This design comes from an exercise in tuning for small area, a short achievable clock period and few clock cycles per item on the open sky130 flow, not from production work.
Where RTL was checked, it was by simulation tests only, not by an equivalence proof against the original.
For runs 2 and 3, only the layout was checked, not whether the RTL still works.
Power figures rest on the tool's default switching activity, not on a simulated workload.

## flow/design.v (module list and top-level ports; edited modules follow where they fit)
// module matrix_op_engine: 1626 lines
module matrix_op_engine #(
  parameter int DW      = 32,
  parameter int AW      = 8,
  parameter int MAX_DIM = 5,
  parameter int A_BASE  = 0,
  parameter int B_BASE  = 32,
  parameter int C_BASE  = 64
) (
  input  logic                clk,
  input  logic                rst_n,
  input  logic                start,
  input  logic [2:0]          op,
  input  logic [DW-1:0]       scalar,
  output logic                busy,
  output logic                done,
  output logic                err,
  output logic [31:0]         cycle_cnt,
  output logic                mem_we,
  output logic [AW-1:0]       mem_addr,
  output logic [DW-1:0]       mem_wdata,
  input  logic [DW-1:0]       mem_rdata
);
  // ...
==> flow/run.sh <==
#!/bin/bash
# synth_recipe.tcl (not shown) runs the flow's synth.tcl, then flattens the netlist and writes it again
# the make line also repeats each setting of config.mk as NAME=value (left out here)
make -C /OpenROAD-flow-scripts/flow DESIGN_CONFIG=/design/flow/config.mk WORK_HOME=/design/flow/orfs CLKGATE_MAP_FILE= SYNTH_SCRIPT=/design/flow/synth_recipe.tcl finish
==> flow/config.mk <==
export PLATFORM = sky130hd
export DESIGN_NAME = matrix_op_engine
export DESIGN_NICKNAME = matrix_op_engine
export VERILOG_FILES = /design/flow/design.v
export SDC_FILE = /design/flow/constraint.sdc
export NUM_CORES = 4
export LEC_CHECK = 0
export CAP_MARGIN = 20
export CORE_MARGIN = 2
export CORE_UTILIZATION = 40
export SETUP_SLACK_MARGIN = 5
export SLEW_MARGIN = 20
==> flow/constraint.sdc <==
create_clock -name core_clock -period 10.0 [get_ports {clk}]
set_input_delay 2.0000 -clock core_clock [delete_from_list [all_inputs] [get_ports {clk}]]
set_output_delay 2.0000 -clock core_clock [all_outputs]
set_load 0.01 [all_outputs]
==> results_dict.tcl, run 1 <==
set metrics [dict create \
    status "finished clean" \
    worstHoldPathType "reg2reg" \
    synth_top_family_by_area "adder cells" \
    critPathRequiredTime_ns 10.47 \
    yosys_warnings 1 \
    rsz0062_at_grt "no" \
    critical_path_class "reg2reg" \
    grt_pass1_vias 21548 \
    layout-drive-gt1-share 0.05521 \
    multi_input_area_mm2 0.01764 \
    synth_area_mm2 0.02711 \
    grt_use_total 0.2343 \
    synthAdderAreaFrac 0.3235 \
    p_total_uw 6173 \
    setup_violations 0 \
    dp_hpwl_um 59550 \
    syn_avg_cell_area_um2 9.496 \
    timing.critical_path.mode_cell "fa_1" \
    antenna_found_initial 6 \
    p_comb_uw 2290 \
    power_leakage_uw 0.01233 \
    synth-xor-area-share 0.03710 \
    nets 3451 \
    route.met3.wl_um 6666 \
    drc_errors 0 \
    seqCellArea_mm2 0.007358 \
    whs_ns 0.3253 \
    synth_top_flop_cell "dfxtp_1" \
]
Testbench counts, summed over its fixed seeds: cycles 18,075, ops 480.
==> run 2: changes to the inputs <==
--- a/flow/design.v
+++ b/flow/design.v
@@ -35,16 +35,17 @@
   logic [1:0]    hreq_q;           
   logic          hdr_v_q;          
   logic [1:0]    hdr_k_q;          
   logic [2:0]    am_q, an_q, bm_q, bn_q;
   logic          amok_q, aok_q, pok_q, legal_q;   
   logic          known_q;          
   logic [4:0]    e_q;              
   logic [2:0]    i_q, j_q, u_q, v_q;   
+  logic [2:0]    ar_q, ac_q;       
   logic          h_q;              
   logic          adv_q;            
   logic          rdone_q;          
   logic          rlast_q;          
   logic [4:0]    widx_q;           
   logic [AW-1:0] waddr_q;          
   logic [2:0]    wi_q, wj_q;       
   logic          hw0_q, hw1_q;     
@@ -62,43 +63,638 @@
   logic       legal, four_hdr, lin, mconv;
   always_comb begin
     case (op_q)
       OP_TRANS: begin c_rows = an_q; c_cols = am_q; end
       OP_MULT:  begin c_rows = am_q; c_cols = bn_q; end
       OP_CONV:  begin c_rows = am_q - bm_q + 3'd1; c_cols = an_q - bn_q + 3'd1; end
       default:  begin c_rows = am_q; c_cols = an_q; end
     endcase
-    n_el = c_rows * c_cols;    
+    n_el = dim_mul(c_rows, c_cols);    
     imax = c_rows - 3'd1;
     jmax = c_cols - 3'd1;
     vmax = is_mu_q ? an_q - 3'd1 : bn_q - 3'd1;
     umax = is_cv_q ? bm_q - 3'd1 : 3'd0;
     four_hdr = !(is_tr_q || is_sc_q);
     lin      = is_tr_q || is_add_q || is_sc_q;
     mconv    = is_mu_q || is_cv_q;
     legal = legal_q;
   end
-  logic [2:0] ar, ac, rr, rc, rn;
-  logic [5:0] rprod;
+  function automatic logic [4:0] elem_off(input logic [2:0] r, input logic [2:0] n,
+                                          input logic [2:0] c);
+    case ({r, n, c})
+      9'o000: elem_off = 5'd2;
+      9'o001: elem_off = 5'd3;
+      9'o002: elem_off = 5'd4;
+      9'o003: elem_off = 5'd5;
+      9'o004: elem_off = 5'd6;
+      9'o005: elem_off = 5'd7;
+      9'o006: elem_off = 5'd8;
+      9'o007: elem_off = 5'd9;
+      9'o010: elem_off = 5'd2;
+      9'o011: elem_off = 5'd3;
+      9'o012: elem_off = 5'd4;
+      9'o013: elem_off = 5'd5;
+      9'o014: elem_off = 5'd6;
+      9'o015: elem_off = 5'd7;
+      9'o016: elem_off = 5'd8;
+      9'o017: elem_off = 5'd9;
+      9'o020: elem_off = 5'd2;
+      9'o021: elem_off = 5'd3;
+      9'o022: elem_off = 5'd4;
+      9'o023: elem_off = 5'd5;
+      9'o024: elem_off = 5'd6;
+      9'o025: elem_off = 5'd7;
+      9'o026: elem_off = 5'd8;
+      9'o027: elem_off = 5'd9;
+      9'o030: elem_off = 5'd2;
+      9'o031: elem_off = 5'd3;
+      9'o032: elem_off = 5'd4;
+      9'o033: elem_off = 5'd5;
+      9'o034: elem_off = 5'd6;
+      9'o035: elem_off = 5'd7;
+      9'o036: elem_off = 5'd8;
+      9'o037: elem_off = 5'd9;
+      9'o040: elem_off = 5'd2;
+      9'o041: elem_off = 5'd3;
+      9'o042: elem_off = 5'd4;
+      9'o043: elem_off = 5'd5;
+      9'o044: elem_off = 5'd6;
+      9'o045: elem_off = 5'd7;
+      9'o046: elem_off = 5'd8;
+      9'o047: elem_off = 5'd9;
+      9'o050: elem_off = 5'd2;
+      9'o051: elem_off = 5'd3;
+      9'o052: elem_off = 5'd4;
+      9'o053: elem_off = 5'd5;
+      9'o054: elem_off = 5'd6;
+      9'o055: elem_off = 5'd7;
+      9'o056: elem_off = 5'd8;
+      9'o057: elem_off = 5'd9;
+      9'o060: elem_off = 5'd2;
+      9'o061: elem_off = 5'd3;
+      9'o062: elem_off = 5'd4;
+      9'o063: elem_off = 5'd5;
+      9'o064: elem_off = 5'd6;
+      9'o065: elem_off = 5'd7;
+      9'o066: elem_off = 5'd8;
+      9'o067: elem_off = 5'd9;
+      9'o070: elem_off = 5'd2;
+      9'o071: elem_off = 5'd3;
+      9'o072: elem_off = 5'd4;
+      9'o073: elem_off = 5'd5;
+      9'o074: elem_off = 5'd6;
+      9'o075: elem_off = 5'd7;
+      9'o076: elem_off = 5'd8;
+      9'o077: elem_off = 5'd9;
+      9'o100: elem_off = 5'd2;
+      9'o101: elem_off = 5'd3;
+      9'o102: elem_off = 5'd4;
+      9'o103: elem_off = 5'd5;
+      9'o104: elem_off = 5'd6;
+      9'o105: elem_off = 5'd7;
+      9'o106: elem_off = 5'd8;
+      9'o107: elem_off = 5'd9;
+      9'o110: elem_off = 5'd3;
+      9'o111: elem_off = 5'd4;
+      9'o112: elem_off = 5'd5;
+      9'o113: elem_off = 5'd6;
+      9'o114: elem_off = 5'd7;
+      9'o115: elem_off = 5'd8;
+      9'o116: elem_off = 5'd9;
+      9'o117: elem_off = 5'd10;
+      9'o120: elem_off = 5'd4;
+      9'o121: elem_off = 5'd5;
+      9'o122: elem_off = 5'd6;
+      9'o123: elem_off = 5'd7;
+      9'o124: elem_off = 5'd8;
+      9'o125: elem_off = 5'd9;
+      9'o126: elem_off = 5'd10;
+      9'o127: elem_off = 5'd11;
+      9'o130: elem_off = 5'd5;
+      9'o131: elem_off = 5'd6;
+      9'o132: elem_off = 5'd7;
+      9'o133: elem_off = 5'd8;
+      9'o134: elem_off = 5'd9;
+      9'o135: elem_off = 5'd10;
+      9'o136: elem_off = 5'd11;
+      9'o137: elem_off = 5'd12;
+      9'o140: elem_off = 5'd6;
+      9'o141: elem_off = 5'd7;
+      9'o142: elem_off = 5'd8;
+      9'o143: elem_off = 5'd9;
+      9'o144: elem_off = 5'd10;
+      9'o145: elem_off = 5'd11;
+      9'o146: elem_off = 5'd12;
+      9'o147: elem_off = 5'd13;
+      9'o150: elem_off = 5'd7;
+      9'o151: elem_off = 5'd8;
+      9'o152: elem_off = 5'd9;
+      9'o153: elem_off = 5'd10;
+      9'o154: elem_off = 5'd11;
+      9'o155: elem_off = 5'd12;
+      9'o156: elem_off = 5'd13;
+      9'o157: elem_off = 5'd14;
+      9'o160: elem_off = 5'd8;
+      9'o161: elem_off = 5'd9;
+      9'o162: elem_off = 5'd10;
+      9'o163: elem_off = 5'd11;
+      9'o164: elem_off = 5'd12;
+      9'o165: elem_off = 5'd13;
+      9'o166: elem_off = 5'd14;
+      9'o167: elem_off = 5'd15;
+      9'o170: elem_off = 5'd9;
+      9'o171: elem_off = 5'd10;
+      9'o172: elem_off = 5'd11;
+      9'o173: elem_off = 5'd12;
+      9'o174: elem_off = 5'd13;
+      9'o175: elem_off = 5'd14;
+      9'o176: elem_off = 5'd15;
+      9'o177: elem_off = 5'd16;
+      9'o200: elem_off = 5'd2;
+      9'o201: elem_off = 5'd3;
+      9'o202: elem_off = 5'd4;
+      9'o203: elem_off = 5'd5;
+      9'o204: elem_off = 5'd6;
+      9'o205: elem_off = 5'd7;
+      9'o206: elem_off = 5'd8;
+      9'o207: elem_off = 5'd9;
+      9'o210: elem_off = 5'd4;
+      9'o211: elem_off = 5'd5;
+      9'o212: elem_off = 5'd6;
+      9'o213: elem_off = 5'd7;
+      9'o214: elem_off = 5'd8;
+      9'o215: elem_off = 5'd9;
+      9'o216: elem_off = 5'd10;
+      9'o217: elem_off = 5'd11;
+      9'o220: elem_off = 5'd6;
+      9'o221: elem_off = 5'd7;
+      9'o222: elem_off = 5'd8;
+      9'o223: elem_off = 5'd9;
+      9'o224: elem_off = 5'd10;
+      9'o225: elem_off = 5'd11;
+      9'o226: elem_off = 5'd12;
+      9'o227: elem_off = 5'd13;
+      9'o230: elem_off = 5'd8;
+      9'o231: elem_off = 5'd9;
+      9'o232: elem_off = 5'd10;
+      9'o233: elem_off = 5'd11;
+      9'o234: elem_off = 5'd12;
+      9'o235: elem_off = 5'd13;
+      9'o236: elem_off = 5'd14;
+      9'o237: elem_off = 5'd15;
+      9'o240: elem_off = 5'd10;
+      9'o241: elem_off = 5'd11;
+      9'o242: elem_off = 5'd12;
+      9'o243: elem_off = 5'd13;
+      9'o244: elem_off = 5'd14;
+      9'o245: elem_off = 5'd15;
+      9'o246: elem_off = 5'd16;
+      9'o247: elem_off = 5'd17;
+      9'o250: elem_off = 5'd12;
+      9'o251: elem_off = 5'd13;
+      9'o252: elem_off = 5'd14;
+      9'o253: elem_off = 5'd15;
+      9'o254: elem_off = 5'd16;
+      9'o255: elem_off = 5'd17;
+      9'o256: elem_off = 5'd18;
+      9'o257: elem_off = 5'd19;
+      9'o260: elem_off = 5'd14;
+      9'o261: elem_off = 5'd15;
+      9'o262: elem_off = 5'd16;
+      9'o263: elem_off = 5'd17;
+      9'o264: elem_off = 5'd18;
+      9'o265: elem_off = 5'd19;
+      9'o266: elem_off = 5'd20;
+      9'o267: elem_off = 5'd21;
+      9'o270: elem_off = 5'd16;
+      9'o271: elem_off = 5'd17;
+      9'o272: elem_off = 5'd18;
+      9'o273: elem_off = 5'd19;
+      9'o274: elem_off = 5'd20;
+      9'o275: elem_off = 5'd21;
+      9'o276: elem_off = 5'd22;
+      9'o277: elem_off = 5'd23;
+      9'o300: elem_off = 5'd2;
+      9'o301: elem_off = 5'd3;
+      9'o302: elem_off = 5'd4;
+      9'o303: elem_off = 5'd5;
+      9'o304: elem_off = 5'd6;
+      9'o305: elem_off = 5'd7;
+      9'o306: elem_off = 5'd8;
+      9'o307: elem_off = 5'd9;
+      9'o310: elem_off = 5'd5;
+      9'o311: elem_off = 5'd6;
+      9'o312: elem_off = 5'd7;
+      9'o313: elem_off = 5'd8;
+      9'o314: elem_off = 5'd9;
+      9'o315: elem_off = 5'd10;
+      9'o316: elem_off = 5'd11;
+      9'o317: elem_off = 5'd12;
+      9'o320: elem_off = 5'd8;
+      9'o321: elem_off = 5'd9;
+      9'o322: elem_off = 5'd10;
+      9'o323: elem_off = 5'd11;
+      9'o324: elem_off = 5'd12;
+      9'o325: elem_off = 5'd13;
+      9'o326: elem_off = 5'd14;
+      9'o327: elem_off = 5'd15;
+      9'o330: elem_off = 5'd11;
+      9'o331: elem_off = 5'd12;
+      9'o332: elem_off = 5'd13;
+      9'o333: elem_off = 5'd14;
+      9'o334: elem_off = 5'd15;
+      9'o335: elem_off = 5'd16;
+      9'o336: elem_off = 5'd17;
+      9'o337: elem_off = 5'd18;
+      9'o340: elem_off = 5'd14;
+      9'o341: elem_off = 5'd15;
+      9'o342: elem_off = 5'd16;
+      9'o343: elem_off = 5'd17;
+      9'o344: elem_off = 5'd18;
+      9'o345: elem_off = 5'd19;
+      9'o346: elem_off = 5'd20;
+      9'o347: elem_off = 5'd21;
+      9'o350: elem_off = 5'd17;
+      9'o351: elem_off = 5'd18;
+      9'o352: elem_off = 5'd19;
+      9'o353: elem_off = 5'd20;
+      9'o354: elem_off = 5'd21;
+      9'o355: elem_off = 5'd22;
+      9'o356: elem_off = 5'd23;
+      9'o357: elem_off = 5'd24;
+      9'o360: elem_off = 5'd20;
+      9'o361: elem_off = 5'd21;
+      9'o362: elem_off = 5'd22;
+      9'o363: elem_off = 5'd23;
+      9'o364: elem_off = 5'd24;
+      9'o365: elem_off = 5'd25;
+      9'o366: elem_off = 5'd26;
+      9'o367: elem_off = 5'd27;
+      9'o370: elem_off = 5'd23;
+      9'o371: elem_off = 5'd24;
+      9'o372: elem_off = 5'd25;
+      9'o373: elem_off = 5'd26;
+      9'o374: elem_off = 5'd27;
+      9'o375: elem_off = 5'd28;
+      9'o376: elem_off = 5'd29;
+      9'o377: elem_off = 5'd30;
+      9'o400: elem_off = 5'd2;
+      9'o401: elem_off = 5'd3;
+      9'o402: elem_off = 5'd4;
+      9'o403: elem_off = 5'd5;
+      9'o404: elem_off = 5'd6;
+      9'o405: elem_off = 5'd7;
+      9'o406: elem_off = 5'd8;
+      9'o407: elem_off = 5'd9;
+      9'o410: elem_off = 5'd6;
+      9'o411: elem_off = 5'd7;
+      9'o412: elem_off = 5'd8;
+      9'o413: elem_off = 5'd9;
+      9'o414: elem_off = 5'd10;
+      9'o415: elem_off = 5'd11;
+      9'o416: elem_off = 5'd12;
+      9'o417: elem_off = 5'd13;
+      9'o420: elem_off = 5'd10;
+      9'o421: elem_off = 5'd11;
+      9'o422: elem_off = 5'd12;
+      9'o423: elem_off = 5'd13;
+      9'o424: elem_off = 5'd14;
+      9'o425: elem_off = 5'd15;
+      9'o426: elem_off = 5'd16;
+      9'o427: elem_off = 5'd17;
+      9'o430: elem_off = 5'd14;
+      9'o431: elem_off = 5'd15;
+      9'o432: elem_off = 5'd16;
+      9'o433: elem_off = 5'd17;
+      9'o434: elem_off = 5'd18;
+      9'o435: elem_off = 5'd19;
+      9'o436: elem_off = 5'd20;
+      9'o437: elem_off = 5'd21;
+      9'o440: elem_off = 5'd18;
+      9'o441: elem_off = 5'd19;
+      9'o442: elem_off = 5'd20;
+      9'o443: elem_off = 5'd21;
+      9'o444: elem_off = 5'd22;
+      9'o445: elem_off = 5'd23;
+      9'o446: elem_off = 5'd24;
+      9'o447: elem_off = 5'd25;
+      9'o450: elem_off = 5'd22;
+      9'o451: elem_off = 5'd23;
+      9'o452: elem_off = 5'd24;
+      9'o453: elem_off = 5'd25;
+      9'o454: elem_off = 5'd26;
+      9'o455: elem_off = 5'd27;
+      9'o456: elem_off = 5'd28;
+      9'o457: elem_off = 5'd29;
+      9'o460: elem_off = 5'd26;
+      9'o461: elem_off = 5'd27;
+      9'o462: elem_off = 5'd28;
+      9'o463: elem_off = 5'd29;
+      9'o464: elem_off = 5'd30;
+      9'o465: elem_off = 5'd31;
+      9'o466: elem_off = 5'd0;
+      9'o467: elem_off = 5'd1;
+      9'o470: elem_off = 5'd30;
+      9'o471: elem_off = 5'd31;
+      9'o472: elem_off = 5'd0;
+      9'o473: elem_off = 5'd1;
+      9'o474: elem_off = 5'd2;
+      9'o475: elem_off = 5'd3;
+      9'o476: elem_off = 5'd4;
+      9'o477: elem_off = 5'd5;
+      9'o500: elem_off = 5'd2;
+      9'o501: elem_off = 5'd3;
+      9'o502: elem_off = 5'd4;
+      9'o503: elem_off = 5'd5;
+      9'o504: elem_off = 5'd6;
+      9'o505: elem_off = 5'd7;
+      9'o506: elem_off = 5'd8;
+      9'o507: elem_off = 5'd9;
+      9'o510: elem_off = 5'd7;
+      9'o511: elem_off = 5'd8;
+      9'o512: elem_off = 5'd9;
+      9'o513: elem_off = 5'd10;
+      9'o514: elem_off = 5'd11;
+      9'o515: elem_off = 5'd12;
+      9'o516: elem_off = 5'd13;
+      9'o517: elem_off = 5'd14;
+      9'o520: elem_off = 5'd12;
+      9'o521: elem_off = 5'd13;
+      9'o522: elem_off = 5'd14;
+      9'o523: elem_off = 5'd15;
+      9'o524: elem_off = 5'd16;
+      9'o525: elem_off = 5'd17;
+      9'o526: elem_off = 5'd18;
+      9'o527: elem_off = 5'd19;
+      9'o530: elem_off = 5'd17;
+      9'o531: elem_off = 5'd18;
+      9'o532: elem_off = 5'd19;
+      9'o533: elem_off = 5'd20;
+      9'o534: elem_off = 5'd21;
+      9'o535: elem_off = 5'd22;
+      9'o536: elem_off = 5'd23;
+      9'o537: elem_off = 5'd24;
+      9'o540: elem_off = 5'd22;
+      9'o541: elem_off = 5'd23;
+      9'o542: elem_off = 5'd24;
+      9'o543: elem_off = 5'd25;
+      9'o544: elem_off = 5'd26;
+      9'o545: elem_off = 5'd27;
+      9'o546: elem_off = 5'd28;
+      9'o547: elem_off = 5'd29;
+      9'o550: elem_off = 5'd27;
+      9'o551: elem_off = 5'd28;
+      9'o552: elem_off = 5'd29;
+      9'o553: elem_off = 5'd30;
+      9'o554: elem_off = 5'd31;
+      9'o555: elem_off = 5'd0;
+      9'o556: elem_off = 5'd1;
+      9'o557: elem_off = 5'd2;
+      9'o560: elem_off = 5'd0;
+      9'o561: elem_off = 5'd1;
+      9'o562: elem_off = 5'd2;
+      9'o563: elem_off = 5'd3;
+      9'o564: elem_off = 5'd4;
+      9'o565: elem_off = 5'd5;
+      9'o566: elem_off = 5'd6;
+      9'o567: elem_off = 5'd7;
+      9'o570: elem_off = 5'd5;
+      9'o571: elem_off = 5'd6;
+      9'o572: elem_off = 5'd7;
+      9'o573: elem_off = 5'd8;
+      9'o574: elem_off = 5'd9;
+      9'o575: elem_off = 5'd10;
+      9'o576: elem_off = 5'd11;
+      9'o577: elem_off = 5'd12;
+      9'o600: elem_off = 5'd2;
+      9'o601: elem_off = 5'd3;
+      9'o602: elem_off = 5'd4;
+      9'o603: elem_off = 5'd5;
+      9'o604: elem_off = 5'd6;
+      9'o605: elem_off = 5'd7;
+      9'o606: elem_off = 5'd8;
+      9'o607: elem_off = 5'd9;
+      9'o610: elem_off = 5'd8;
+      9'o611: elem_off = 5'd9;
+      9'o612: elem_off = 5'd10;
+      9'o613: elem_off = 5'd11;
+      9'o614: elem_off = 5'd12;
+      9'o615: elem_off = 5'd13;
+      9'o616: elem_off = 5'd14;
+      9'o617: elem_off = 5'd15;
+      9'o620: elem_off = 5'd14;
+      9'o621: elem_off = 5'd15;
+      9'o622: elem_off = 5'd16;
+      9'o623: elem_off = 5'd17;
+      9'o624: elem_off = 5'd18;
+      9'o625: elem_off = 5'd19;
+      9'o626: elem_off = 5'd20;
+      9'o627: elem_off = 5'd21;
+      9'o630: elem_off = 5'd20;
+      9'o631: elem_off = 5'd21;
+      9'o632: elem_off = 5'd22;
+      9'o633: elem_off = 5'd23;
+      9'o634: elem_off = 5'd24;
+      9'o635: elem_off = 5'd25;
+      9'o636: elem_off = 5'd26;
+      9'o637: elem_off = 5'd27;
+      9'o640: elem_off = 5'd26;
+      9'o641: elem_off = 5'd27;
+      9'o642: elem_off = 5'd28;
+      9'o643: elem_off = 5'd29;
+      9'o644: elem_off = 5'd30;
+      9'o645: elem_off = 5'd31;
+      9'o646: elem_off = 5'd0;
+      9'o647: elem_off = 5'd1;
+      9'o650: elem_off = 5'd0;
+      9'o651: elem_off = 5'd1;
+      9'o652: elem_off = 5'd2;
+      9'o653: elem_off = 5'd3;
+      9'o654: elem_off = 5'd4;
+      9'o655: elem_off = 5'd5;
+      9'o656: elem_off = 5'd6;
+      9'o657: elem_off = 5'd7;
+      9'o660: elem_off = 5'd6;
+      9'o661: elem_off = 5'd7;
+      9'o662: elem_off = 5'd8;
+      9'o663: elem_off = 5'd9;
+      9'o664: elem_off = 5'd10;
+      9'o665: elem_off = 5'd11;
+      9'o666: elem_off = 5'd12;
+      9'o667: elem_off = 5'd13;
+      9'o670: elem_off = 5'd12;
+      9'o671: elem_off = 5'd13;
+      9'o672: elem_off = 5'd14;
+      9'o673: elem_off = 5'd15;
+      9'o674: elem_off = 5'd16;
+      9'o675: elem_off = 5'd17;
+      9'o676: elem_off = 5'd18;
+      9'o677: elem_off = 5'd19;
+      9'o700: elem_off = 5'd2;
+      9'o701: elem_off = 5'd3;
+      9'o702: elem_off = 5'd4;
+      9'o703: elem_off = 5'd5;
+      9'o704: elem_off = 5'd6;
+      9'o705: elem_off = 5'd7;
+      9'o706: elem_off = 5'd8;
+      9'o707: elem_off = 5'd9;
+      9'o710: elem_off = 5'd9;
+      9'o711: elem_off = 5'd10;
+      9'o712: elem_off = 5'd11;
+      9'o713: elem_off = 5'd12;
+      9'o714: elem_off = 5'd13;
+      9'o715: elem_off = 5'd14;
+      9'o716: elem_off = 5'd15;
+      9'o717: elem_off = 5'd16;
+      9'o720: elem_off = 5'd16;
+      9'o721: elem_off = 5'd17;
+      9'o722: elem_off = 5'd18;
+      9'o723: elem_off = 5'd19;
+      9'o724: elem_off = 5'd20;
+      9'o725: elem_off = 5'd21;
+      9'o726: elem_off = 5'd22;
+      9'o727: elem_off = 5'd23;
+      9'o730: elem_off = 5'd23;
+      9'o731: elem_off = 5'd24;
+      9'o732: elem_off = 5'd25;
+      9'o733: elem_off = 5'd26;
+      9'o734: elem_off = 5'd27;
+      9'o735: elem_off = 5'd28;
+      9'o736: elem_off = 5'd29;
+      9'o737: elem_off = 5'd30;
+      9'o740: elem_off = 5'd30;
+      9'o741: elem_off = 5'd31;
+      9'o742: elem_off = 5'd0;
+      9'o743: elem_off = 5'd1;
+      9'o744: elem_off = 5'd2;
+      9'o745: elem_off = 5'd3;
+      9'o746: elem_off = 5'd4;
+      9'o747: elem_off = 5'd5;
+      9'o750: elem_off = 5'd5;
+      9'o751: elem_off = 5'd6;
+      9'o752: elem_off = 5'd7;
+      9'o753: elem_off = 5'd8;
+      9'o754: elem_off = 5'd9;
+      9'o755: elem_off = 5'd10;
+      9'o756: elem_off = 5'd11;
+      9'o757: elem_off = 5'd12;
+      9'o760: elem_off = 5'd12;
+      9'o761: elem_off = 5'd13;
+      9'o762: elem_off = 5'd14;
+      9'o763: elem_off = 5'd15;
+      9'o764: elem_off = 5'd16;
+      9'o765: elem_off = 5'd17;
+      9'o766: elem_off = 5'd18;
+      9'o767: elem_off = 5'd19;
+      9'o770: elem_off = 5'd19;
+      9'o771: elem_off = 5'd20;
+      9'o772: elem_off = 5'd21;
+      9'o773: elem_off = 5'd22;
+      9'o774: elem_off = 5'd23;
+      9'o775: elem_off = 5'd24;
+      9'o776: elem_off = 5'd25;
+      9'o777: elem_off = 5'd26;
+    endcase
+  endfunction
+  function automatic logic [4:0] dim_mul(input logic [2:0] a, input logic [2:0] b);
+    case ({a, b})
+      6'o00: dim_mul = 5'd0;
+      6'o01: dim_mul = 5'd0;
+      6'o02: dim_mul = 5'd0;
+      6'o03: dim_mul = 5'd0;
+      6'o04: dim_mul = 5'd0;
+      6'o05: dim_mul = 5'd0;
+      6'o06: dim_mul = 5'd0;
+      6'o07: dim_mul = 5'd0;
+      6'o10: dim_mul = 5'd0;
+      6'o11: dim_mul = 5'd1;
+      6'o12: dim_mul = 5'd2;
+      6'o13: dim_mul = 5'd3;
+      6'o14: dim_mul = 5'd4;
+      6'o15: dim_mul = 5'd5;
+      6'o16: dim_mul = 5'd6;
+      6'o17: dim_mul = 5'd7;
+      6'o20: dim_mul = 5'd0;
+      6'o21: dim_mul = 5'd2;
+      6'o22: dim_mul = 5'd4;
+      6'o23: dim_mul = 5'd6;
+      6'o24: dim_mul = 5'd8;
+      6'o25: dim_mul = 5'd10;
+      6'o26: dim_mul = 5'd12;
+      6'o27: dim_mul = 5'd14;
+      6'o30: dim_mul = 5'd0;
+      6'o31: dim_mul = 5'd3;
+      6'o32: dim_mul = 5'd6;
+      6'o33: dim_mul = 5'd9;
+      6'o34: dim_mul = 5'd12;
+      6'o35: dim_mul = 5'd15;
+      6'o36: dim_mul = 5'd18;
+      6'o37: dim_mul = 5'd21;
+      6'o40: dim_mul = 5'd0;
+      6'o41: dim_mul = 5'd4;
+      6'o42: dim_mul = 5'd8;
+      6'o43: dim_mul = 5'd12;
+      6'o44: dim_mul = 5'd16;
+      6'o45: dim_mul = 5'd20;
+      6'o46: dim_mul = 5'd24;
+      6'o47: dim_mul = 5'd28;
+      6'o50: dim_mul = 5'd0;
+      6'o51: dim_mul = 5'd5;
+      6'o52: dim_mul = 5'd10;
+      6'o53: dim_mul = 5'd15;
+      6'o54: dim_mul = 5'd20;
+      6'o55: dim_mul = 5'd25;
+      6'o56: dim_mul = 5'd30;
+      6'o57: dim_mul = 5'd3;
+      6'o60: dim_mul = 5'd0;
+      6'o61: dim_mul = 5'd6;
+      6'o62: dim_mul = 5'd12;
+      6'o63: dim_mul = 5'd18;
+      6'o64: dim_mul = 5'd24;
+      6'o65: dim_mul = 5'd30;
+      6'o66: dim_mul = 5'd4;
+      6'o67: dim_mul = 5'd10;
+      6'o70: dim_mul = 5'd0;
+      6'o71: dim_mul = 5'd7;
+      6'o72: dim_mul = 5'd14;
+      6'o73: dim_mul = 5'd21;
+      6'o74: dim_mul = 5'd28;
+      6'o75: dim_mul = 5'd3;
+      6'o76: dim_mul = 5'd10;
+      6'o77: dim_mul = 5'd17;
+    endcase
+  endfunction
+  logic [2:0] rr, rc, rn;
+  logic [4:0] roff;
   logic [AW-1:0] raddr;
   always_comb begin
-    ar = i_q + (is_cv_q ? u_q : 3'd0);
-    ac = (is_cv_q ? j_q : 3'd0) + v_q;
-    rr = h_q ? (is_cv_q ? u_q : v_q) : ar;
-    rc = h_q ? (is_cv_q ? v_q : j_q) : ac;
+    rr = h_q ? (is_cv_q ? u_q : v_q) : ar_q;
+    rc = h_q ? (is_cv_q ? v_q : j_q) : ac_q;
     rn = h_q ? bn_q : an_q;
-    rprod = rr * rn;
-    if (lin) raddr = (h_q ? AW'(B_BASE + 2) : AW'(A_BASE + 2)) + AW'(e_q);
-    else     raddr = (h_q ? AW'(B_BASE + 2) : AW'(A_BASE + 2)) + AW'(rprod) + AW'(rc);
+    roff = lin ? e_q + 5'd2 : elem_off(rr, rn, rc);
+    raddr = {2'b00, h_q, roff};
   end
   logic       el_last, r_final;
-  logic [2:0] i_n, j_n, u_n, v_n;
+  logic [2:0] i_n, j_n, u_n, v_n, ar_n, ac_n;
   always_comb begin
     i_n = i_q; j_n = j_q; u_n = u_q; v_n = v_q;
+    if (v_q != vmax) begin
+      ar_n = ar_q;
+      ac_n = ac_q + 3'd1;
+    end else if (is_cv_q && u_q != umax) begin
+      ar_n = ar_q + 3'd1;
+      ac_n = j_q;
+    end else if (j_q != jmax) begin
+      ar_n = i_q;
+      ac_n = is_cv_q ? j_q + 3'd1 : 3'd0;
+    end else begin
+      ar_n = i_q + 3'd1;
+      ac_n = 3'd0;
+    end
     el_last = (v_q == vmax) && (u_q == umax);
     r_final = el_last && (j_q == jmax) && (i_q == imax);
     if (v_q != vmax) begin
       v_n = v_q + 3'd1;
     end else begin
       v_n = 3'd0;
       if (u_q != umax) begin
         u_n = u_q + 3'd1;
@@ -1512,16 +2108,17 @@
         end
       end
     end
   end
   always_ff @(posedge clk) begin
     if (!busy_q && start) begin
       e_q <= '0;
       i_q <= '0; j_q <= '0; u_q <= '0; v_q <= '0; h_q <= 1'b0;
+      ar_q <= '0; ac_q <= '0;
       adv_q   <= 1'b0;
       rdone_q <= 1'b0;
       widx_q  <= '0;
       waddr_q <= AW'(C_BASE + 2);
       wi_q    <= '0;
       wj_q    <= '0;
       p_q     <= scalar;
     end else begin
@@ -1532,26 +2129,28 @@
         r_last_q <= is_add_q ? h_q : (!mconv || el_last);
         if (is_add_q) h_q <= !h_q;
         if (lin && (op_q != OP_ADD || h_q)) e_q <= e_q + 5'd1;
         if (mconv) begin
           h_q <= !h_q;
           if (h_q) begin
             if (known_q) begin
               i_q <= i_n; j_q <= j_n; u_q <= u_n; v_q <= v_n;
+              ar_q <= ar_n; ac_q <= ac_n;
               if (r_final) rdone_q <= 1'b1;
             end else begin
               adv_q <= 1'b1;
             end
           end
         end
       end
       if (adv_now) begin
         adv_q    <= 1'b0;
         i_q <= i_n; j_q <= j_n; u_q <= u_n; v_q <= v_n;
+        ar_q <= ar_n; ac_q <= ac_n;
         if (r_final) rdone_q <= 1'b1;
       end
       if (tok) begin
         widx_q <= widx_q + 5'd1;
         if (is_tr_q) begin
           if (wj_q == an_q - 3'd1) begin
             wj_q    <= '0;
             wi_q    <= wi_q + 3'd1;
==> flow/flow/run.sh (new file) <==
#!/bin/bash
bash standard.sh SETUP_SLACK_MARGIN=6.5 finish > standard.log 2>&1
==> flow/standard.sh (new file) <==
#!/bin/bash
# synth_recipe.tcl (not shown) runs the flow's synth.tcl, then flattens the netlist and writes it again
# the make line also repeats each setting of config.mk as NAME=value (left out here)
make -C /OpenROAD-flow-scripts/flow DESIGN_CONFIG=/design/flow/config.mk WORK_HOME=/design/flow/orfs CLKGATE_MAP_FILE= SYNTH_SCRIPT=/design/flow/synth_recipe.tcl "${@:-finish}"
removed: flow/run.sh
==> run 2 against run 1 <==
Compared with the run above:
- still clean on timing, DRC and antenna
- sequential cell count rose by 6
- synthesized cell count up 1.9%
- via count grew 7.6%
- critical path depth shrank 8
- fmax rose by 21%
- power rose by 15%
- critical path type unchanged
==> results_dict.tcl, run 2 <==
set metrics [dict create \
    synth-edff-count 52 \
    whs_ns 0.3243 \
    crit_path_top_delay_cell "fa_2" \
    drc_errors 0 \
    design.die.area_mm2 0.07107 \
    synth_compound_area_frac 0.1079 \
    synth_commonest_cells "nand2_1 (440), fa_1 (362), inv_1 (280)" \
    synth_top_family_by_area "adder cells" \
    initial_core_util 0.4028 \
    cpPeakStageDelay_ns 0.54 \
    max_clock_freq_mhz 259.0 \
    layout-drive-gt1-share 0.1373 \
    placed_area_mm2 0.02962 \
    reg2reg_from "m0c_q$_DFF_P_" \
    multi_input_area_mm2 0.01888 \
    drv_slew 0 \
    timing.critical_path.mode_cell "fa_2" \
    peakVddDrop_v 0.0001499 \
    seqCellArea_mm2 0.007590 \
    die_x_um 266.6 \
    max_slew_margin 0.3973 \
    synth_seq_cells 332 \
    yosys.area.top_type "fa_1" \
    syn_inst 2908 \
    synth_top_area_frac 0.2628 \
    max-clock-path-buffers 3 \
    fin_tns_setup_ns 0 \
    synthMuxAreaShare 0.02854 \
    wirelength_um 90320 \
    cts_tree "built" \
    cp.depth 12 \
    antenna_found_initial 8 \
    crit_path_start "m0c_q$_DFF_P_" \
    cp-end-kind "flop" \
    worstHoldPathType "reg2reg" \
    setup_ws_ns 6.139 \
    area_growth_pct 16.46 \
    fin_skew_ns 0.01915 \
    period_share 0.3861 \
    crit_path_max_fanout 6 \
    grt_use_total 0.2536 \
    critical_path_buf_inv_count 5 \
    synthSimpleGateAreaFrac 0.1733 \
    final-hold-violation-count 0 \
    yosysMostFrequentCell "nand2_1" \
    cap_viol_max_count 0 \
    critPathLaunchType "flop" \
    num_io_pins 146 \
    rsz0062_at_grt "yes" \
    synth-xor-area-share 0.03829 \
    dieHeight_um 266.6 \
    clk_latency_ns 0.59 \
    num_vias 21849 \
    grt_max_degree 62 \
    synth_top_flop_cell "dfxtp_1" \
    grt_overflow 0 \
    yosysUniqueCellTypes 88 \
    synthAdderAreaFrac 0.3118 \
    reg2reg_depth 12 \
    firstDrtPassIters 8 \
    dp_hpwl_um 63880 \
    synth_area_mm2 0.02758 \
    period_minus_slack_ns 3.861 \
    critical_path_class "reg2reg" \
    num_rows 96 \
    wl_per_cell_um 23.18 \
    syn_avg_cell_area_um2 9.484 \
    clk_pin_slew_ns 0.06 \
    port_buffers 122 \
    final_cell_area_mm2 0.03212 \
    critPathRequiredTime_ns 10.47 \
    status "finished clean" \
    setup_violations 0 \
    num-fill-cells 6326 \
    grt_pass1_vias 22911 \
    tightestPinTransition_ns 0.9041 \
    power_leakage_uw 0.01226 \
    whs_path_depth 0 \
    ant_nets 0 \
    ys_seq_area_frac 0.2709 \
    globalplace.congestion 0.9095 \
    endpoint "c_q[18]$_DFF_P_" \
    htree_levels 2 \
    async_flop_share 0.1837 \
    cts_sinks 332 \
    via_per_inst 5.607 \
    layout_common_cells "nand2_1 (440), fa_1 (282), inv_1 (251), dfxtp_1 (181), and2_1 (124)" \
    dp_slack_ns 5.613 \
    synthTopCellsByArea "fa_1 (26%), dfxtp_1 (16%), nand2_1 (6.0%), edfxtp_1 (5.7%), dfrtp_1 (5.5%)" \
    reg2reg_to "c_q[18]$_DFF_P_" \
    yosys_warnings 1 \
    core_area_mm2 0.06847 \
    path_cells "buf_12, buf_12, nand2b_4, fa_2, fa_2, fa_1, inv_1, fa_2, inv_2, fa_1, inv_1, fa_2" \
    first_iter_violations 1731 \
    power_density_mw_per_mm2 220.6 \
    cts-root-buf "clkbuf_16" \
    nets 3515 \
    arrival_ns 4.33 \
    grt_pass1_wl_um 137300 \
    cts_made_buffers 41 \
    final_common_cell "nand2_1" \
    rrSetupSlack_ns 6.14 \
    crit_family "adder cells" \
    hp-start "t_ph1_q$_DFF_P_" \
]
[run 2: cell types whose count changed in the layout (fill, tap and decap cells not counted), moves of 33 or more]
cell,delta
and2_1,-138
inv_2,+33
o21ai_1,+38
fa_1,-88
inv_1,-145
nand2_1,+120
o21ai_0,-58
fa_2,+80
[run 2: per-layer routing]
layer | up-vias | track usage | share of wire
li1 | 9677 | - | -
met5 | - | 0 | 0.00028
met4 | 4 | 0.1064 | 0.048
met1 | 10978 | 0.3176 | 0.40
met2 | 948 | 0.4241 | 0.47
met3 | 242 | 0.05406 | 0.083
[run 2: power by group]
| part | switching, µW | internal, µW | total, µW |
|---|---|---|---|
| registers | 496 | 1740 | 2230 |
| clock network | 688 | 935 | 1620 |
| logic | 1920 | 1300 | 3230 |
| total | 3110 | 3980 | 7090 |
[run 2: area by class of cell]
type / count / share of cell area
multi-input cells: 2120 / 0.5878
flip-flops and latches: 332 / 0.2363
repair buffers: 195 / 0.06209
well taps: 882 / 0.03436
clock buffers: 48 / 0.03405
inverters: 285 / 0.03331
clock inverters: 28 / 0.01153
diodes: 7 / 0.0005454
[run 2: how the worst min path moves through the flow]
stage,endpoint
finish,m0_ph1_q$_DFF_P_
global route,m0_ph1_q$_DFF_P_
CTS,m0_ph1_q$_DFF_P_
detailed placement,m0_ph1_q$_DFF_P_
global placement,m0_ph1_q$_DFF_P_
floorplan,m0_last_q$_DFF_P_
[run 2: worst reg2reg max path, delay by kind of cell (launching register included)]
kind          cells  cell delay [ns]
buf+inv           5             0.53
flops             1             0.43
fa+ha+maj         6             2.66
simple gates      1             0.14
[run 2: kinds of logic (layout without fill, tap and decap cells)]
| logic type | Yosys count | after routing |
|---|---|---|
| flops | 332 | 332 |
| xor+xnor | 119 | 119 |
| compound gates | 444 | 444 |
| other cells | 1 | 30 |
| fa+ha+maj | 470 | 470 |
| mux | 73 | 73 |
| buf+inv | 479 | 556 |
| simple gates | 990 | 991 |
[run 2: what timing repair did]
action,CTS,global route
hold buffers,0,0
gates cloned,4,3
pin swaps,39,19
resized for setup,143,48
setup buffers,20,21
endpoints found under the setup margin,117,70
[run 2: per-stage QoR]
step                      utilization  total power, µW  std cells
after CTS                      0.4624             6945       3865
final                          0.4691             7085       3897
after floorplan                     -             4134       2930
after detailed placement       0.4327             5156       3765
after global routing           0.4689             7505       3890
after global placement         0.4327             5084       3765
==> run 3: changes to the inputs <==
==> flow/flow/run.sh (replaced) <==
#!/bin/bash
bash standard.sh SETUP_SLACK_MARGIN=6.0 finish > standard.log 2>&1
==> run 3 against run 2 <==
Compared with the run above:
- area after synthesis did not move
- fmax fell by 1.6%
- sequential share of layout area rose by 0.62 points
- sequential cell count did not move
- worst setup slack got worse by 0.062 ns
- register-to-register slack got worse by 0.06 ns
- first-iteration DRC count rose by 1.4%
- critical endpoint is now c_q[31]$_DFF_P_
- largest cell class unchanged
- largest power group unchanged
==> results_dict.tcl, run 3 <==
set metrics [dict create \
    critPathLaunchType "flop" \
    layout-drive-gt1-share 0.07251 \
    via_per_inst 5.628 \
    drv_slew 0 \
    fin_tns_setup_ns 0 \
    port_buffers 122 \
    worstHoldPathType "reg2reg" \
    tightestPinTransition_ns 1.096 \
    rsz0062_at_grt "yes" \
    wirelength_um 86960 \
    wl_per_cell_um 22.51 \
    nets 3486 \
    critical_path_class "reg2reg" \
    cts_tree "built" \
    crit_path_max_fanout 21 \
    dp_slack_ns 5.251 \
    yosys.area.top_type "fa_1" \
    globalplace.congestion 0.9349 \
    layout_common_cells "nand2_1 (440), fa_1 (359), inv_1 (280), dfxtp_1 (193), and2_1 (129)" \
    grt_use_total 0.2466 \
    period_minus_slack_ns 3.923 \
    antenna_found_initial 4 \
    cp-end-kind "flop" \
    ys_seq_area_frac 0.2709 \
    synth_seq_cells 332 \
    yosysUniqueCellTypes 88 \
    drc_errors 0 \
    dieHeight_um 266.6 \
    num_io_pins 146 \
    clk_pin_slew_ns 0.06 \
    yosysMostFrequentCell "nand2_1" \
    cts-root-buf "clkbuf_16" \
    synthTopCellsByArea "fa_1 (26%), dfxtp_1 (16%), nand2_1 (6.0%), edfxtp_1 (5.7%), dfrtp_1 (5.5%)" \
    first_iter_violations 1756 \
    area_growth_pct 12.51 \
    synth_commonest_cells "nand2_1 (440), fa_1 (362), inv_1 (280)" \
    arrival_ns 4.44 \
    initial_core_util 0.4028 \
    dp_hpwl_um 63620 \
    design.die.area_mm2 0.07107 \
    firstDrtPassIters 6 \
    max-clock-path-buffers 3 \
    seqCellArea_mm2 0.007523 \
    final_common_cell "nand2_1" \
    power_density_mw_per_mm2 217.6 \
    setup_violations 0 \
    num_rows 96 \
    synth-edff-count 52 \
    period_share 0.3923 \
    synth_top_flop_cell "dfxtp_1" \
    num_vias 21741 \
    num-fill-cells 6419 \
    status "finished clean" \
    cts_sinks 332 \
    yosys_warnings 1 \
    die_x_um 266.6 \
    core_area_mm2 0.06847 \
    grt_pass1_wl_um 133700 \
    htree_levels 2 \
    grt_overflow 0 \
    max_clock_freq_mhz 254.9 \
    syn_inst 2908 \
    ant_nets 0 \
    fin_skew_ns 0.02503 \
    setup_ws_ns 6.077 \
    synth_area_mm2 0.02758 \
    multi_input_area_mm2 0.01834 \
    cap_viol_max_count 0 \
    synth_top_area_frac 0.2628 \
    grt_max_degree 64 \
    max_slew_margin 0.2691 \
    clk_latency_ns 0.59 \
    final-hold-violation-count 0 \
    syn_avg_cell_area_um2 9.484 \
    cts_made_buffers 41 \
    peakVddDrop_v 0.0001447 \
    grt_pass1_vias 22733 \
    critPathRequiredTime_ns 10.51 \
    async_flop_share 0.1837 \
    power_leakage_uw 0.01180 \
]
## run 3: cell count changes in the layout (fill, tap and decap cells not counted), sizes merged, moves of 3 or more
cell	previous run	this run
buf	71	44
clkdlybuf4s50	98	121
dlygate4sd2	15	0
dlymetal6s2s	8	0
diode	7	2
bufinv	5	2
clkinvlp	3	6
inv	287	290
## run 3: worst max-delay path: stages, from the launching register on
cell and delay, ns:
dfxtp_4 0.38, buf_12 0.17, and2_1 0.17, fa_1 0.54, inv_1 0.06, fa_1 0.44
fa_1 0.39, fa_1 0.46, fa_1 0.41, xnor2_1 0.19, xnor2_1 0.16, xnor2_1 0.16
xnor2_1 0.16, xnor2_1 0.14
## run 3: logic make-up after synthesis
kind of cell    count (synthesis)  share of synthesized area
flops                         332                     0.2709
other cells                     1                  0.0001360
xor+xnor                      119                    0.03829
buf+inv                       479                    0.06909
simple gates                  990                     0.1733
compound gates                444                     0.1079
fa+ha+maj                     470                     0.3118
mux                            73                    0.02853
## run 3: area by class of cell
type | instances | share of cell area
Multi-Input combinational cell | 2119 | 0.5909
Sequential cell | 332 | 0.2425
Timing Repair Buffer | 167 | 0.05201
Clock buffer | 47 | 0.03576
Tap cell | 882 | 0.03556
Inverter | 285 | 0.03447
Clock inverter | 29 | 0.008629
Antenna cell | 2 | 0.0001613
## run 3: worst paths after layout
path,start,end,slack [ns],depth (start not counted)
hold / removal,t_last_q$_DFF_P_,m0_last_q$_DFF_P_,0.33,0
max in group asynchronous,rst_n,busy_q$_DFF_PN0_,7.81,2
setup / recovery,q_q[4]$_DFF_P_,c_q[31]$_DFF_P_,6.08,13
min in group asynchronous,rst_n,err_q$_DFFE_PN0P_,1.58,2
hold reg to reg,t_last_q$_DFF_P_,m0_last_q$_DFF_P_,0.33,0
setup reg to reg,q_q[4]$_DFF_P_,c_q[31]$_DFF_P_,6.08,13
## run 3: metal layers
metal | global-route usage | wire [µm]
met1 | 0.3096 | 34370
met2 | 0.3973 | 39970
met3 | 0.06680 | 8192
met4 | 0.1113 | 4322
met5 | 0 | 92
## run 3: through the flow
step,cells,power (µW),hold slack [ns],utilization,area [µm²]
floorplan,2930,4051,0.3096,-,27660
detailed placement,3776,5124,0.3128,0.4300,29440
CTS,3852,6693,0.3305,0.4509,30870
finish,3863,6752,0.3308,0.4532,31030
global placement,3776,5062,0.3153,0.4300,29440
global route,3861,7162,0.3353,0.4532,31030
## run 3: timing repair
action | 4_1_cts | 5_1_grt
hold endpoints to repair | 0 | 0
resized for setup | 28 | 24
setup endpoints to repair | 42 | 30
gates cloned | 0 | 1
pin swaps | 0 | 1
setup buffers | 0 | 7
hold buffers | 0 | 0
## run 3: report_power, final
part	leakage (µW)	switching [µW]	total [µW]	internal, µW
logic	0.00805	1870	3030	1160
clock network	0.000665	673	1540	864
registers	0.00308	459	2190	1730

## re-timing with driven ports
The flow's constraints put no driver on any port. The routed layouts listed below were extracted and timed again, unchanged, in two steps. Step 1, drivers: a clkbuf_16 drives clk and a buf_2 each remaining input, both assumed. Step 2 adds t to the input delays and takes it off the output delays; t is the mean of the earliest and latest rising clock arrival at the registers after step 1. Input paths then give back, and output paths get back, about the clock's delay inside the block. Slacks: ideal ports / drivers / drivers and shift; pairs: ideal ports / drivers.
| run | t (ns) | setup slack, ns | worst setup path at the end | slew at the worst register clock pin (ns) |
|---|---|---|---|---|
| run 1 | 0.641 | 5.309 / 5.309 / 5.309 | register to register | 0.07 / 0.07 |
| run 2 | 0.649 | 6.139 / 6.139 / 5.850 | input to register | 0.07 / 0.07 |
| run 3 | 0.645 | 6.077 / 6.077 / 5.537 | input to register | 0.07 / 0.07 |
After both steps setup and hold are still met in every run listed. The setup slack of run 3, which loses most, moves by 0.000 ns with the drivers and by -0.540 ns with both steps.
